Source: an optimization exercise on an open RTL-to-GDS flow (aim: small area and a short achievable clock period). Production flows keep margins and buffers that such runs may drop.
Function was checked by simulation only, so behaviour that the tests miss may differ from the original.
Power figures rest on the tool's default switching activity, not on a simulated workload. No driver is modelled on the clock port, so clocking that relies on it looks cheaper here than on a real chip.

### config.mk
export PLATFORM = sky130hd
export DESIGN_NAME = mips_trace_capture
export DESIGN_NICKNAME = mips_trace_capture
export VERILOG_FILES = /design/flow/design.v
export SDC_FILE = /design/flow/constraint.sdc
export NUM_CORES = 4
export LEC_CHECK = 0
export CAP_MARGIN = 20
export CORE_MARGIN = 2
export CORE_UTILIZATION = 65
export CTS_CLUSTER_DIAMETER = 80
export CTS_CLUSTER_SIZE = 30
export SETUP_SLACK_MARGIN = 3.0
export SLEW_MARGIN = 20
export SYNTH_HIERARCHICAL = 1
export SYNTH_MINIMUM_KEEP_SIZE = 0
### constraint.sdc
create_clock -name core_clock -period 5.5 [get_ports {CLK}]
set_input_delay 1.1000 -clock core_clock [delete_from_list [all_inputs] [get_ports {CLK}]]
set_output_delay 1.1000 -clock core_clock [all_outputs]
set_load 0.01 [all_outputs]
### design.v
package mips_trace_pkg;
    typedef enum logic [1:0] {
        MODE_PERIODIC = 2'd0,
        MODE_GROW     = 2'd1,
        MODE_CHANGE   = 2'd2,
        MODE_SINGLE   = 2'd3
    } trace_mode_e;
    function automatic integer rec_width(input integer num_ch,
                                              input integer data_w,
                                              input integer cnt_w);
        rec_width = num_ch * data_w + cnt_w;
    endfunction
endpackage
module trace_head_bit #(
    parameter int unsigned N = 15
) (
    input  logic [N-1:0] sel,
    input  logic [N-1:0] din,
    input  logic         ld,
    input  logic         ld_w,
    input  logic         w,
    input  logic         hold,
    input  logic         q,
    output logic         d
);
    assign d = (ld && |(sel & din)) || (ld_w && w) || (hold && q);
endmodule
module trace_slot_we (
    input  logic wa,
    input  logic wb,
    input  logic rd,
    output logic we
);
    assign we = wa || (wb && rd);
endmodule
module mips_trace_capture #(
    parameter int unsigned DATA_W = 32,
    parameter int unsigned NUM_CH = 4,
    parameter int unsigned DEPTH  = 16,
    parameter int unsigned CNT_W  = 16
) (
    input  logic                       CLK,
    input  logic                       RESET,
    input  logic                       EN,
    input  logic                       CLEAR,
    input  logic [1:0]                 MODE,
    input  logic [CNT_W-1:0]           INTERVAL,
    input  logic [CNT_W-1:0]           STEP,
    input  logic [NUM_CH*DATA_W-1:0]   CH_IN,
    output logic                       RD_VALID,
    input  logic                       RD_READY,
    output logic [NUM_CH*DATA_W-1:0]   RD_DATA,
    output logic [CNT_W-1:0]           RD_TIME,
    output logic [$clog2(DEPTH):0]     COUNT,
    output logic                       OVERFLOW,
    output logic                       DONE
);
    localparam int unsigned REC_W = mips_trace_pkg::rec_width(NUM_CH, DATA_W, CNT_W);
    localparam int unsigned CH_W  = NUM_CH * DATA_W;
    logic [CNT_W-1:0]   ts_q;
    logic [CNT_W-1:0]   wt_q, wt_d;
    logic [CNT_W-1:0]   gap_q, gap_d;
    logic [CNT_W-1:0]   interval_eff;
    logic [CNT_W-1:0]   next_gap;
    logic [CNT_W:0]     gap_sum;
    logic [CNT_W-1:0]   gap_grow;
    logic [CNT_W-1:0]   wt_dec;
    logic [DATA_W-1:0]  prev0_q;
    logic               done_q, done_d;
    logic               ovf_q, ovf_d;
    logic               run, mode_chg, mode_single, mode_grow;
    logic               wt_one, wt_one_d, fire, chg, sample;
    localparam int unsigned SLOTS = DEPTH - 1;
    localparam int unsigned CW    = $clog2(DEPTH) + 1;
    logic [REC_W-1:0]   wdata;
    logic [REC_W-1:0]   head_q;
    logic [REC_W-1:0]   slot_q [SLOTS];
    logic [SLOTS-1:0]   wr_q, rd_q, rsel_q;
    logic               csel_q;
    logic               nhv_q, cnh_q;
    logic [SLOTS-1:0]   wr_nx, rd_nx, rd_d;
    logic [CW-1:0]      count_q, cnt_inc, cnt_dec;
    logic               hv_q;       
    logic               ne_q;       
    logic               full_q;     
    logic               ge3, at15;
    logic               pop, inc1, wr1, rd_adv;
    assign run          = EN && !CLEAR;
    assign mode_chg     = MODE == 2'd2;
    assign mode_single  = MODE == 2'd3;
    assign mode_grow    = MODE == 2'd1;
    assign interval_eff = (INTERVAL == '0) ? CNT_W'(1) : INTERVAL;
    assign gap_sum      = {1'b0, gap_q} + {1'b0, STEP};
    assign gap_grow     = gap_sum[CNT_W] ? '1 : gap_sum[CNT_W-1:0];
    assign next_gap     = mode_grow ? gap_grow : gap_q;
    assign wt_dec       = wt_q - CNT_W'(1);
    assign fire         = wt_one && !mode_chg;
    assign chg          = (CH_IN[DATA_W-1:0] != prev0_q);
    assign sample       = run && (mode_chg ? chg : (fire && !(mode_single && done_q)));
    always_comb begin
        if (!run) begin
            wt_d  = interval_eff;
            gap_d = interval_eff;
        end else if (fire) begin
            wt_d  = next_gap;
            gap_d = next_gap;
        end else begin
            wt_d  = mode_chg ? wt_q : wt_dec;
            gap_d = gap_q;
        end
        if (!run)          wt_one_d = (INTERVAL[CNT_W-1:1] == '0);
        else if (fire)     wt_one_d = (gap_q == CNT_W'(1)) && (!mode_grow || (STEP == '0));
        else if (mode_chg) wt_one_d = wt_one;
        else               wt_one_d = (wt_q == CNT_W'(2));
        done_d = run && (done_q || (fire && mode_single));
        ovf_d  = !CLEAR && (ovf_q || (sample && full_q && !RD_READY));
    end
    always_ff @(posedge CLK or negedge RESET) begin
        if (!RESET) begin
            ts_q    <= '0;
            wt_q    <= CNT_W'(1);
            wt_one  <= 1'b1;
            gap_q   <= CNT_W'(1);
            prev0_q <= '0;
            done_q  <= 1'b0;
            ovf_q   <= 1'b0;
        end else begin
            ts_q    <= ts_q + CNT_W'(1);
            wt_q    <= wt_d;
            wt_one  <= wt_one_d;
            gap_q   <= gap_d;
            prev0_q <= CH_IN[DATA_W-1:0];
            done_q  <= done_d;
            ovf_q   <= ovf_d;
        end
    end
    assign wdata  = {ts_q, CH_IN};
    assign pop    = RD_READY && hv_q && !CLEAR;
    assign inc1   = RD_READY ? !hv_q : !full_q;
    assign wr1    = RD_READY ? ne_q : (hv_q && !full_q);
    assign rd_adv = pop && ne_q;
    assign cnt_inc = count_q + CW'(1);
    assign cnt_dec = count_q - CW'(1);
    assign ge3     = (count_q > CW'(2));
    assign at15    = (count_q == CW'(DEPTH - 1));
    assign wr_nx   = {wr_q[SLOTS-2:0], wr_q[SLOTS-1]};
    assign rd_nx   = {rd_q[SLOTS-2:0], rd_q[SLOTS-1]};
    assign rd_d    = rd_adv ? rd_nx : rd_q;
    logic [CW-1:0] cnt_p, cnt_n, cnt_d;
    logic          hv_p, hv_n, ne_p, ne_n, full_p, full_n, ne_d, hv_d;
    always_comb begin
        cnt_p  = inc1 ? cnt_inc : count_q;
        hv_p   = inc1 ? 1'b1    : hv_q;
        ne_p   = inc1 ? hv_q    : ne_q;
        full_p = inc1 ? at15    : full_q;
        cnt_n  = pop  ? cnt_dec : count_q;
        hv_n   = pop  ? ne_q    : hv_q;
        ne_n   = pop  ? ge3     : ne_q;
        full_n = pop  ? 1'b0    : full_q;
        cnt_d  = ({CW{sample}} & cnt_p) | ({CW{!sample}} & cnt_n);
        ne_d   = (sample & ne_p) | (!sample & ne_n);
        hv_d   = (sample & hv_p) | (!sample & hv_n);
    end
    always_ff @(posedge CLK or negedge RESET) begin
        if (!RESET) begin
            count_q <= '0;
            hv_q    <= 1'b0;
            ne_q    <= 1'b0;
            full_q  <= 1'b0;
            wr_q    <= SLOTS'(1);
            rd_q    <= SLOTS'(1);
            rsel_q  <= '0;
            csel_q  <= 1'b1;
            nhv_q   <= 1'b1;
            cnh_q   <= 1'b1;
        end else if (CLEAR) begin
            count_q <= '0;
            hv_q    <= 1'b0;
            ne_q    <= 1'b0;
            full_q  <= 1'b0;
            wr_q    <= SLOTS'(1);
            rd_q    <= SLOTS'(1);
            rsel_q  <= '0;
            csel_q  <= 1'b1;
            nhv_q   <= 1'b1;
            cnh_q   <= 1'b1;
        end else begin
            count_q <= cnt_d;
            hv_q    <= hv_d;
            nhv_q   <= !hv_d;
            cnh_q   <= !ne_d && !hv_d;
            ne_q    <= ne_d;
            full_q  <= (sample & full_p) | (!sample & full_n);
            if (sample && wr1) wr_q <= wr_nx;
            rd_q    <= rd_d;
            rsel_q  <= {SLOTS{ne_d}} & rd_d;
            csel_q  <= !ne_d;
        end
    end
    for (genvar s = 0; s < SLOTS; s++) begin : g_slot
        logic we;
        trace_slot_we u_we (
            .wa (wr_q[s] && !full_q),
            .wb (wr_q[s] && full_q),
            .rd (RD_READY),
            .we (we)
        );
        always_ff @(posedge CLK) begin
            if (we) slot_q[s] <= wdata;
        end
    end
    logic             head_ld, head_ld_w, head_hold;
    logic [REC_W-1:0] head_d;
    assign head_ld   = nhv_q || RD_READY;
    assign head_ld_w = cnh_q || (csel_q && RD_READY);
    assign head_hold = hv_q && !RD_READY;
    logic             head_ld_st;
    assign head_ld_st = ne_q && RD_READY;
    for (genvar b = 0; b < REC_W; b++) begin : g_rd
        logic [SLOTS-1:0] col;
        for (genvar s = 0; s < SLOTS; s++) begin : g_col
            assign col[s] = slot_q[s][b];
        end
        trace_head_bit #(.N(SLOTS)) u_hb (
            .sel  ((b < REC_W / 2) ? rsel_q : rd_q),
            .din  (col),
            .ld   ((b < REC_W / 2) ? head_ld : head_ld_st),
            .ld_w (head_ld_w),
            .w    (wdata[b]),
            .hold (head_hold),
            .q    (head_q[b]),
            .d    (head_d[b])
        );
    end
    always_ff @(posedge CLK) begin
        head_q <= head_d;
    end
    assign RD_VALID = hv_q;
    assign RD_DATA  = head_q[CH_W-1:0];
    assign RD_TIME  = head_q[REC_W-1 -: CNT_W];
    assign COUNT    = count_q;
    assign OVERFLOW = ovf_q;
    assign DONE     = done_q;
endmodule
### flow/run.sh
#!/bin/bash
# Layout flow: the standard ORFS flow (standard.sh), unchanged except for two knobs:
#  - the port buffers that global placement inserts on every input and output are buf_2
#    cells rather than the resizer's default pick (a delay cell that repair then cannot
#    resize out of its footprint);
#  - clock tree synthesis runs without dummy loads (same clustering as config.mk asks for).
# Each step's full output goes to its own log in this folder.
set -euo pipefail
export BUFFER_PORTS_ARGS="-buffer_cell sky130_fd_sc_hd__buf_2"
export CTS_ARGS="-sink_clustering_enable -repair_clock_nets -sink_clustering_size 30 -sink_clustering_max_diameter 80 -dont_use_dummy_load"
bash standard.sh synth > synth.log 2>&1
bash standard.sh finish > layout.log 2>&1
### standard.sh
#!/bin/bash
# synth_recipe.tcl (not shown) runs the flow's synth.tcl, then flattens the netlist and writes it again
# the make line also repeats each setting of config.mk as NAME=value (left out here)
make -C /OpenROAD-flow-scripts/flow DESIGN_CONFIG=/design/flow/config.mk WORK_HOME=/design/flow/orfs CLKGATE_MAP_FILE= SYNTH_SCRIPT=/design/flow/synth_recipe.tcl "${@:-finish}"
==> results of run 1 <==
==> cell usage after synthesis, drive strengths merged (3+ instances only) <==
library cell and n:
nor3 13, o22a 3, a22oi 1015, o211ai 7, mux2i 18, nand3 164, or2 3, nor4 17
dfrtp 131, nand4 159, a21oi 33, ha 23, a21o 32, o21a 14, edfxtp 2160, nor2 63
nor2b 19, a211o 5, a221o 4, o22ai 3, inv 26, dfxtp 144, and4 5, xnor2 51
and3 9, nand2 206, a222oi 144, or4 4, o21bai 5, xor2 10, and2 18, o21ai 189
o221ai 8, nand2b 20, clkbuf 22, buf 7, a31oi 8, dfstp 8
==> cell families (layout without fill, tap and decap cells) <==
| logic type | after synthesis | in the layout | synth area share |
|---|---|---|---|
| and+or+nand+nor | 706 | 706 | 0.0410 |
| DFF | 2443 | 2443 | 0.818 |
| xor gates and xnor gates | 61 | 61 | 0.00613 |
| muxes | 20 | 20 | 0.00237 |
| adders and majority gates | 24 | 24 | 0.00353 |
| buffers and inverters | 55 | 555 | 0.00254 |
| other | 0 | 9 | 0 |
| AOI/OAI and AO/OA | 1486 | 1491 | 0.127 |
==> through the flow <==
step                      hold slack, ns  utilization
after floorplan                    0.491            -
after global placement             0.444        0.691
after detailed placement           0.449        0.691
after CTS                          0.468        0.712
after global routing               0.456        0.715
final                              0.357        0.715
==> power breakdown <==
part	internal, mW	switching, mW	total (mW)	leakage, nW
combinational	0.293	0.573	0.866	7.21
sequential	20.3	0.103	20.4	22.8
clock	3.23	5.16	8.39	1.22
total	23.8	5.84	29.6	31.2
==> final cells by class <==
type	instances	area, um^2
inverters	26	97.6
fillers	8419	38000
diodes	9	22.5
multi-input cells	2302	16200
flip-flops and latches	2443	71400
clock buffers	99	2480
repair buffers	430	2930
well taps	1768	2210
==> routing by layer <==
layer	routed length [um]	vias up	GRT usage
met5	133	-	0
met4	5420	20	0.0865
met3	26700	375	0.0585
met2	112000	3085	0.547
met1	89900	25973	0.494
li1	-	21244	-
==> flip-flops by register name, summed over array words and instances, names as in the netlist, 5 cells and up <==
signal   count
rsel_q      15
slot_q    2160
gap_q       16
prev0_q     32
head_q     144
wt_q        16
wr_q        15
ts_q        16
count_q      5
rd_q        15
==> path summary, 6_finish.rpt <==
check,cells after the start,from,endpoint
min,2,RESET,ts_q[6]
max reg2reg,11,gap_q[0],gap_q[14]
max,10,STEP[0],gap_q[14]
max in group asynchronous,2,RESET,gap_q[4]
min reg2reg,2,head_q[83],head_q[83]
min in group core_clock,2,head_q[83],head_q[83]
==> cell usage in the layout (no fill, tap or decap), drive strengths merged, types with 4 or more instances in the layout <==
| master | Yosys | final |
|---|---|---|
| edfxtp | 2160 | 2160 |
| a22oi | 1015 | 1015 |
| buf | 7 | 421 |
| nand2 | 206 | 206 |
| o21ai | 189 | 189 |
| nand3 | 164 | 164 |
| nand4 | 159 | 159 |
| a222oi | 144 | 144 |
| dfxtp | 144 | 144 |
| dfrtp | 131 | 131 |
| clkbuf | 22 | 108 |
| nor2 | 63 | 63 |
| xnor2 | 51 | 51 |
| a21o | 32 | 37 |
| a21oi | 33 | 33 |
| inv | 26 | 26 |
| ha | 23 | 23 |
| nand2b | 20 | 20 |
| nor2b | 19 | 19 |
| mux2i | 18 | 18 |
| and2 | 18 | 18 |
| nor4 | 17 | 17 |
| o21a | 14 | 14 |
| nor3 | 13 | 13 |
| xor2 | 10 | 10 |
| diode | 0 | 9 |
| and3 | 9 | 9 |
| a31oi | 8 | 8 |
| dfstp | 8 | 8 |
| o221ai | 8 | 8 |
| o211ai | 7 | 7 |
| and4 | 5 | 5 |
| a211o | 5 | 5 |
| o21bai | 5 | 5 |
| a221o | 4 | 4 |
| or4 | 4 | 4 |
==> modules after synthesis, one instance, submodules excluded, excerpt <==
module              flip-flops and latches  cells inside  copies in the design
mips_trace_capture                    2443          3052                     1
trace_slot_we                            0             1                    15
==> timing repair <==
item | CTS | global route
hold buffers | 0 | 0
setup endpoints to repair | 1522 | 394
gates cloned | 3 | 2
resized for setup | 42 | 79
pin swaps | 11 | 16
setup buffers | 12 | 10
==> qor.txt, run 1 <==
status - no timing/DRC/antenna violations
Post-Layout Cell Count - 7,077
largest net degree at the start of global routing - 140
clk_skew - 0.0543 ns
critical path startpoint category - input pin
CP Data Required Time - 6.10 ns
placed cells - 6,942
clock latency on the worst-skew pair - 0.76 ns
reg2reg setup slack - 2.92 ns
DP Area - 92,100 um^2
Main synth FF type - edfxtp_1
synth warn - 8
# DRC - 0
Area growth, synth to finish - 9.36%
final hold viol count - 0
max_slew headroom - 0.269
final setup vio count - 0
max cap viols - 0
vias - 50,697
Pins Over Slew Limit - 0
main area contributors after synthesis - edfxtp_1, a22oi_1, dfrtp_1
die area - 137,000 um^2
RSZ-0062 raised after global routing - true
worst path buffer plus inverter count - 1
clock buffer count from CTS - 99
post-synthesis sequential area ratio - 0.818
GRT Util Overall - 0.341
top-area cell type share of the netlist area - 0.745
post-synthesis register bit count - 2,443
Post-Layout Inst Area - 95,300 um^2
CP endpoint kind - flip-flop
maximum vdd drop - 289 uV
Tmin final - 2.60 ns
CP arrival - 3.20 ns
fmax - 384 MHz
Synth Instances - 4,795
Largest stage delay, worst path - 0.40 ns
WS Path Type - input pin to flip-flop
Post-Syn Area - 87,100 um^2
Mapped Nets - 4,986
Hold Crit Class - input pin to async pin
grt ovf - 0
slowest CP cell - fa_2
CTS tree - built
total power - 29.6 mW
Port Buf Inserts - 318
Via density - 7.16
ys async rst share - 0.0569
CP delay by family, top - compound AO/OA/AOI/OAI gates
Clock transition at path regs - 0.11 ns
core area - 133,000 um^2
Site Rows - 134
Mean Syn Cell Area - 18.2 um^2
setup TNS - 0 ns
clock buffer depth - 3
Cell variety after synth - 69
first-pass GRT wire length - 337,000 um
clk root buf - clkbuf_16
remaining antenna violation count after routing - 0
initial drt markers - 7,387
initial antenna violation count - 25
io pins - 319
WL final - 235,000 um
DP HPWL - 114,000 um
Starting Density - 0.654
DIE WIDTH - 370 um
Wirelength per Cell - 33.2 um
Placement Setup Slack - 1.58 ns
Layout Nets - 5,493
worst-path cell chain - buf_8 > ha_4 > fa_2 > a211oi_2 > o21bai_2 > o211ai_2 > a41oi_4 > nor4_2 > o21ai_1 > a21o_1
Die Ht - 370 um
H-tree depth - 3
Crit Path Max Fanout - 8
cell area power density - 311 nW/um^2
global placer's final weighted congestion - 0.846
post-synth top area cell - edfxtp_1
vias in the first global route - 49,168
P_leak - 31.2 nW
clk sinks - 2,443
First-pass DRT Iterations - 8
Worst Max-Slew Pin Slew - 1.10 ns
Post-synth EDFFs - 2,160
fin crit share - 0.473
final setup margin - 2.90 ns
layout cells sized above 1 - 0.125
==> inputs of run 2 (changes only) <==
--- a/design.v
+++ b/design.v
@@ -11,27 +11,14 @@
         rec_width = num_ch * data_w + cnt_w;
     endfunction
 endpackage
-module trace_head_bit #(
-    parameter int unsigned N = 15
+module trace_aoi #(
+    parameter int unsigned N = 3
 ) (
     input  logic [N-1:0] sel,
     input  logic [N-1:0] din,
-    input  logic         ld,
-    input  logic         ld_w,
-    input  logic         w,
-    input  logic         hold,
-    input  logic         q,
-    output logic         d
+    output logic         yn
 );
-    assign d = (ld && |(sel & din)) || (ld_w && w) || (hold && q);
-endmodule
-module trace_slot_we (
-    input  logic wa,
-    input  logic wb,
-    input  logic rd,
-    output logic we
-);
-    assign we = wa || (wb && rd);
+    assign yn = !(|(sel & din));
 endmodule
 module mips_trace_capture #(
     parameter int unsigned DATA_W = 32,
@@ -198,15 +185,8 @@
         end
     end
     for (genvar s = 0; s < SLOTS; s++) begin : g_slot
-        logic we;
-        trace_slot_we u_we (
-            .wa (wr_q[s] && !full_q),
-            .wb (wr_q[s] && full_q),
-            .rd (RD_READY),
-            .we (we)
-        );
         always_ff @(posedge CLK) begin
-            if (we) slot_q[s] <= wdata;
+            if ((wr_q[s] && !full_q) || (wr_q[s] && full_q && RD_READY)) slot_q[s] <= wdata;
         end
     end
     logic             head_ld, head_ld_w, head_hold;
@@ -214,23 +194,27 @@
     assign head_ld   = nhv_q || RD_READY;
     assign head_ld_w = cnh_q || (csel_q && RD_READY);
     assign head_hold = hv_q && !RD_READY;
-    logic             head_ld_st;
-    assign head_ld_st = ne_q && RD_READY;
+    logic [SLOTS-1:0] rsel_ld;
+    assign rsel_ld = rsel_q & {SLOTS{head_ld}};
     for (genvar b = 0; b < REC_W; b++) begin : g_rd
         logic [SLOTS-1:0] col;
+        logic [5:0]       yn;
         for (genvar s = 0; s < SLOTS; s++) begin : g_col
             assign col[s] = slot_q[s][b];
         end
-        trace_head_bit #(.N(SLOTS)) u_hb (
-            .sel  ((b < REC_W / 2) ? rsel_q : rd_q),
-            .din  (col),
-            .ld   ((b < REC_W / 2) ? head_ld : head_ld_st),
-            .ld_w (head_ld_w),
-            .w    (wdata[b]),
-            .hold (head_hold),
-            .q    (head_q[b]),
-            .d    (head_d[b])
+        for (genvar g = 0; g < SLOTS / 3; g++) begin : g_aoi
+            trace_aoi #(.N(3)) u_aoi (
+                .sel (rsel_ld[3*g +: 3]),
+                .din (col[3*g +: 3]),
+                .yn  (yn[g])
+            );
+        end
+        trace_aoi #(.N(2)) u_aoi_wh (
+            .sel ({head_ld_w, head_hold}),
+            .din ({wdata[b], head_q[b]}),
+            .yn  (yn[5])
         );
+        assign head_d[b] = !(&yn);
     end
     always_ff @(posedge CLK) begin
         head_q <= head_d;
--- a/config.mk
+++ b/config.mk
@@ -10,7 +10,7 @@
 export CORE_UTILIZATION = 65
 export CTS_CLUSTER_DIAMETER = 80
 export CTS_CLUSTER_SIZE = 30
-export SETUP_SLACK_MARGIN = 3.0
+export SETUP_SLACK_MARGIN = 2.9
 export SLEW_MARGIN = 20
 export SYNTH_HIERARCHICAL = 1
 export SYNTH_MINIMUM_KEEP_SIZE = 0
==> qor.txt, run 2 <==
WS Path Type - input pin to flip-flop
fmax - 362 MHz (-5.8%)
largest net degree at the start of global routing - 145 (+3.6%)
Post-Synth Simple-Gate Area - 0.0408 (-0.000251)
post-synth top area cell - edfxtp_1
max reg flops - 2,160 (unchanged)
# DRC - 0 (unchanged)
Synth Instances - 4,215 (-12%)
critical path startpoint category - input pin
remaining antenna violation count after routing - 0 (unchanged)
clk root buf - clkbuf_16
GR Layer Usage met2 - 0.533 (-0.0148)
WL final - 228,000 um (-2.6%)
CTS tree - built
die area - 135,000 um^2 (-1.1%)
setup TNS - 0 ns (unchanged)
Die Ht - 368 um (-0.55%)
final hold viol count - 0 (unchanged)
met1 Use GR - 0.486 (-0.00859)
synth warn - 8 (unchanged)
First-pass DRT Iterations - 9 (+1)
clock latency on the worst-skew pair - 0.74 ns (-0.02 ns)
clock buffer depth - 3 (unchanged)
final hold slack - 0.298 ns (-0.0591 ns)
most frequent cells in the layout - edfxtp_1, a222oi_1, buf_2
CP endpoint kind - flip-flop
max_slew headroom - 0.234 (-0.0346)
most common cell in the netlist - edfxtp_1
initial antenna violation count - 28 (+12%)
P_leak - 30.1 nW (-3.7%)
top cells by count, synth - edfxtp_1, a222oi_1, nand3_1
Hold Crit Class - input pin to async pin
Post-CTS Hold Fix Bufs - 0 (unchanged)
Port Buf Inserts - 318 (unchanged)
Mapped Nets - 4,406 (-12%)
Largest stage delay, worst path - 0.35 ns (-0.05 ns)
Starting Density - 0.655 (+0.00171)
fin crit share - 0.502 (+0.0289)
largest family of logic cells by synthesized area - compound AO/OA/AOI/OAI gates
DP Area - 91,400 um^2 (-0.75%)
vias in the first global route - 47,291 (-3.8%)
cell area power density - 312 nW/um^2 (+0.21%)
slowest CP cell - fa_2
H-tree depth - 3 (unchanged)
DP HPWL - 107,000 um (-5.8%)
worst-path cell chain - buf_8 > ha_4 > fa_2 > a211oi_2 > buf_4 > nor2_4 > o31ai_4 > buf_6 > o211ai_4 > buf_6 > a21o_1 > a221o_1
clk sinks - 2,443 (unchanged)
post-synthesis xor/xnor area fraction - 0.00569 (-0.000439)
Area growth, synth to finish - 9.91%
grt ovf - 0 (unchanged)
CP delay by family, top - compound AO/OA/AOI/OAI gates
status - no timing/DRC/antenna violations
most used cell, CP - buf_6
main area contributors after synthesis - edfxtp_1, a222oi_1, dfrtp_1
post-synthesis register bit count - 2,443 (unchanged)
maximum vdd drop - 274 uV (-5.0%)
Mean Syn Cell Area - 20.4 um^2 (+12%)
Crit Path Max Fanout - 5 (-3)
Wirelength per Cell - 35.1 um (+5.7%)
global placer's final weighted congestion - 0.815 (-3.7%)
Reg with most FFs - slot_q
vias - 48,782 (-3.8%)
DIE WIDTH - 368 um (-0.55%)
mux share of post-synthesis cell area - 0.00221 (-0.000162)
max cap viols - 0 (unchanged)
core area - 131,000 um^2 (-1.4%)
Post-Layout Inst Area - 94,700 um^2 (-0.62%)
initial drt markers - 9,159 (+24%)
Worst Max-Slew Pin Slew - 1.15 ns (+0.0519 ns)
adder-cell area share of the yosys netlist - 0.00357 (+0.0000397)
Via density - 7.48 (+4.5%)
post-synthesis sequential area ratio - 0.827 (+0.00919)
ys async rst share - 0.0569 (unchanged)
worst path buffer plus inverter count - 4 (+3)
worst r2r src - gap_q[0]
top-area cell type share of the netlist area - 0.753 (+0.00837)
first-pass GRT wire length - 325,000 um (-3.5%)
Main synth FF type - edfxtp_1
met3 global-route usage - 0.0580 (-0.000448)
Clock transition at path regs - 0.11 ns (about the same)
Cell variety after synth - 77 (+12%)
commonest non-fill, non-tap cell in the layout - edfxtp_1
final setup vio count - 0 (unchanged)
Post-Syn Area - 86,100 um^2 (-1.1%)
CP arrival - 3.39 ns (+0.19 ns)
GRT Util Overall - 0.332 (-0.00854)
Post-synth EDFFs - 2,160 (unchanged)
io pins - 319 (unchanged)
crit path from - STEP[0]
grt peak-use layer - met2
CP Data Required Time - 6.13 ns (+0.03 ns)
Synth Area in Compound Gates - 0.118 (-0.00835)
layout cells sized above 1 - 0.172 (+0.0460)
clock buffer count from CTS - 96 (-3.0%)
RSZ-0062 raised after global routing - true
clk_skew - 0.0700 ns (+0.0157 ns)
Site Rows - 133 (-0.75%)
top flop regs - slot_q (2160), head_q (144), prev0_q (32)
Pins Over Slew Limit - 0 (unchanged)
Layout Nets - 4,951 (-9.9%)
Tmin final - 2.76 ns (+0.159 ns)
run 2: cell types whose count changed after synthesis, moves of 15 or more:
cell / change
nand2b_1: -15
a21o_1: -23
nor2b_1: +20
a222oi_1: +576
o21ai_1: -144
a22oi_1: -1010
and4_1: +139
a22oi_2: +144
nand4_1: -143
nand2_1: -104
run 2: routing by layer:
metal,vias up,part of all wire
met3,319,0.13
li1,20004,-
met4,18,0.020
met1,25084,0.37
met5,-,0.00045
met2,3357,0.48
run 2: cell families (layout without fill, tap and decap cells):
| kind of cell | count (synthesis) | after routing |
|---|---|---|
| compound gates | 1026 | 1027 |
| xor+xnor | 56 | 56 |
| fa+ha+maj | 24 | 24 |
| buf+inv | 52 | 594 |
| flops | 2443 | 2443 |
| mux | 19 | 19 |
| other cells | 0 | 6 |
| simple gates | 595 | 595 |
run 2: worst reg2reg max path, stage by stage, from the launching register on:
cell	delay [ns]
dfstp_2	0.42
ha_4	0.17
fa_2	0.35
a211oi_2	0.26
buf_4	0.16
nor2_4	0.04
o31ai_4	0.28
buf_6	0.15
o211ai_4	0.13
buf_6	0.19
a21o_1	0.18
a221o_1	0.29
run 2: worst paths after layout:
path / endpoint / slack (ns) / cells after the start
setup / recovery: gap_q[14] / 2.74 / 12
hold / removal: prev0_q[12] / 0.30 / 1
setup reg to reg: gap_q[14] / 2.77 / 11
hold reg to reg: head_q[112] / 0.45 / 2
max in group asynchronous: gap_q[6] / 3.93 / 2
min in group core_clock: head_q[112] / 0.45 / 2
run 2: where the power goes:
group          switching (mW)  internal (mW)
registers               0.122           20.3
clock network            5.10           3.14
logic                   0.561          0.312
total                    5.78           23.7
run 2: repair_timing:
item,4_1_cts,5_1_grt
endpoints found under the setup margin,605,312
setup buffers,17,33
pin swaps,15,29
gates cloned,1,1
resized for setup,40,34
run 2: through the flow:
stage / cells / total power, mW / worst slack, ns / utilization
3_3_place_gp: 6364 / 21.6 / 1.51 / 0.695
6_report: 6519 / 29.5 / 2.74 / 0.720
4_1_cts: 6479 / 29.6 / 2.83 / 0.716
2_1_floorplan: 4215 / 21.1 / 0.935 / -
3_5_place_dp: 6365 / 21.6 / 1.53 / 0.695
5_1_grt: 6519 / 30.3 / 2.72 / 0.720
run 2: area by class of cell:
| type | instances | area, um^2 |
|---|---|---|
| timing repair buffer | 474 | 3590 |
| antenna | 6 | 15.0 |
| fill | 8088 | 36800 |
| inverter | 24 | 90.1 |
| clock buffer | 96 | 2400 |
| multi-input combinational | 1721 | 15100 |
| sequential | 2443 | 71200 |
| tap | 1755 | 2200 |

## static timing again, ports no longer ideal
In the flow no input, the clock included, has a driving cell. The finished layouts below were timed again as built, in two steps.
Step 1 (the two cells are an assumption about what drives the block):
set clk [get_ports {CLK}]
set_driving_cell -lib_cell sky130_fd_sc_hd__clkbuf_16 $clk
set_driving_cell -lib_cell sky130_fd_sc_hd__buf_2 [delete_from_list [all_inputs] $clk]
Step 2 times the ports against the registers' clock, not the clock port: input delays grow and output delays shrink by t, the midpoint of the rising clock arrivals with the driver on.
Three values: no drivers, after step 1, after step 2; two values: the first two.
| run | t (ns) | slack for setup (ns) | clock arrival spread, ns | pins driven straight from the clock port |
|---|---|---|---|---|
| run 1 | 0.811 | 2.898 / 2.919 / 2.130 | 0.055 / 0.055 | 1 |
| run 2 | 0.801 | 2.739 / 2.766 / 1.990 | 0.082 / 0.082 | 1 |
After both steps setup and hold are still met in every run listed. For run 1, which loses most, drivers alone change the setup slack by +0.021 ns; drivers and shift together by -0.768 ns.
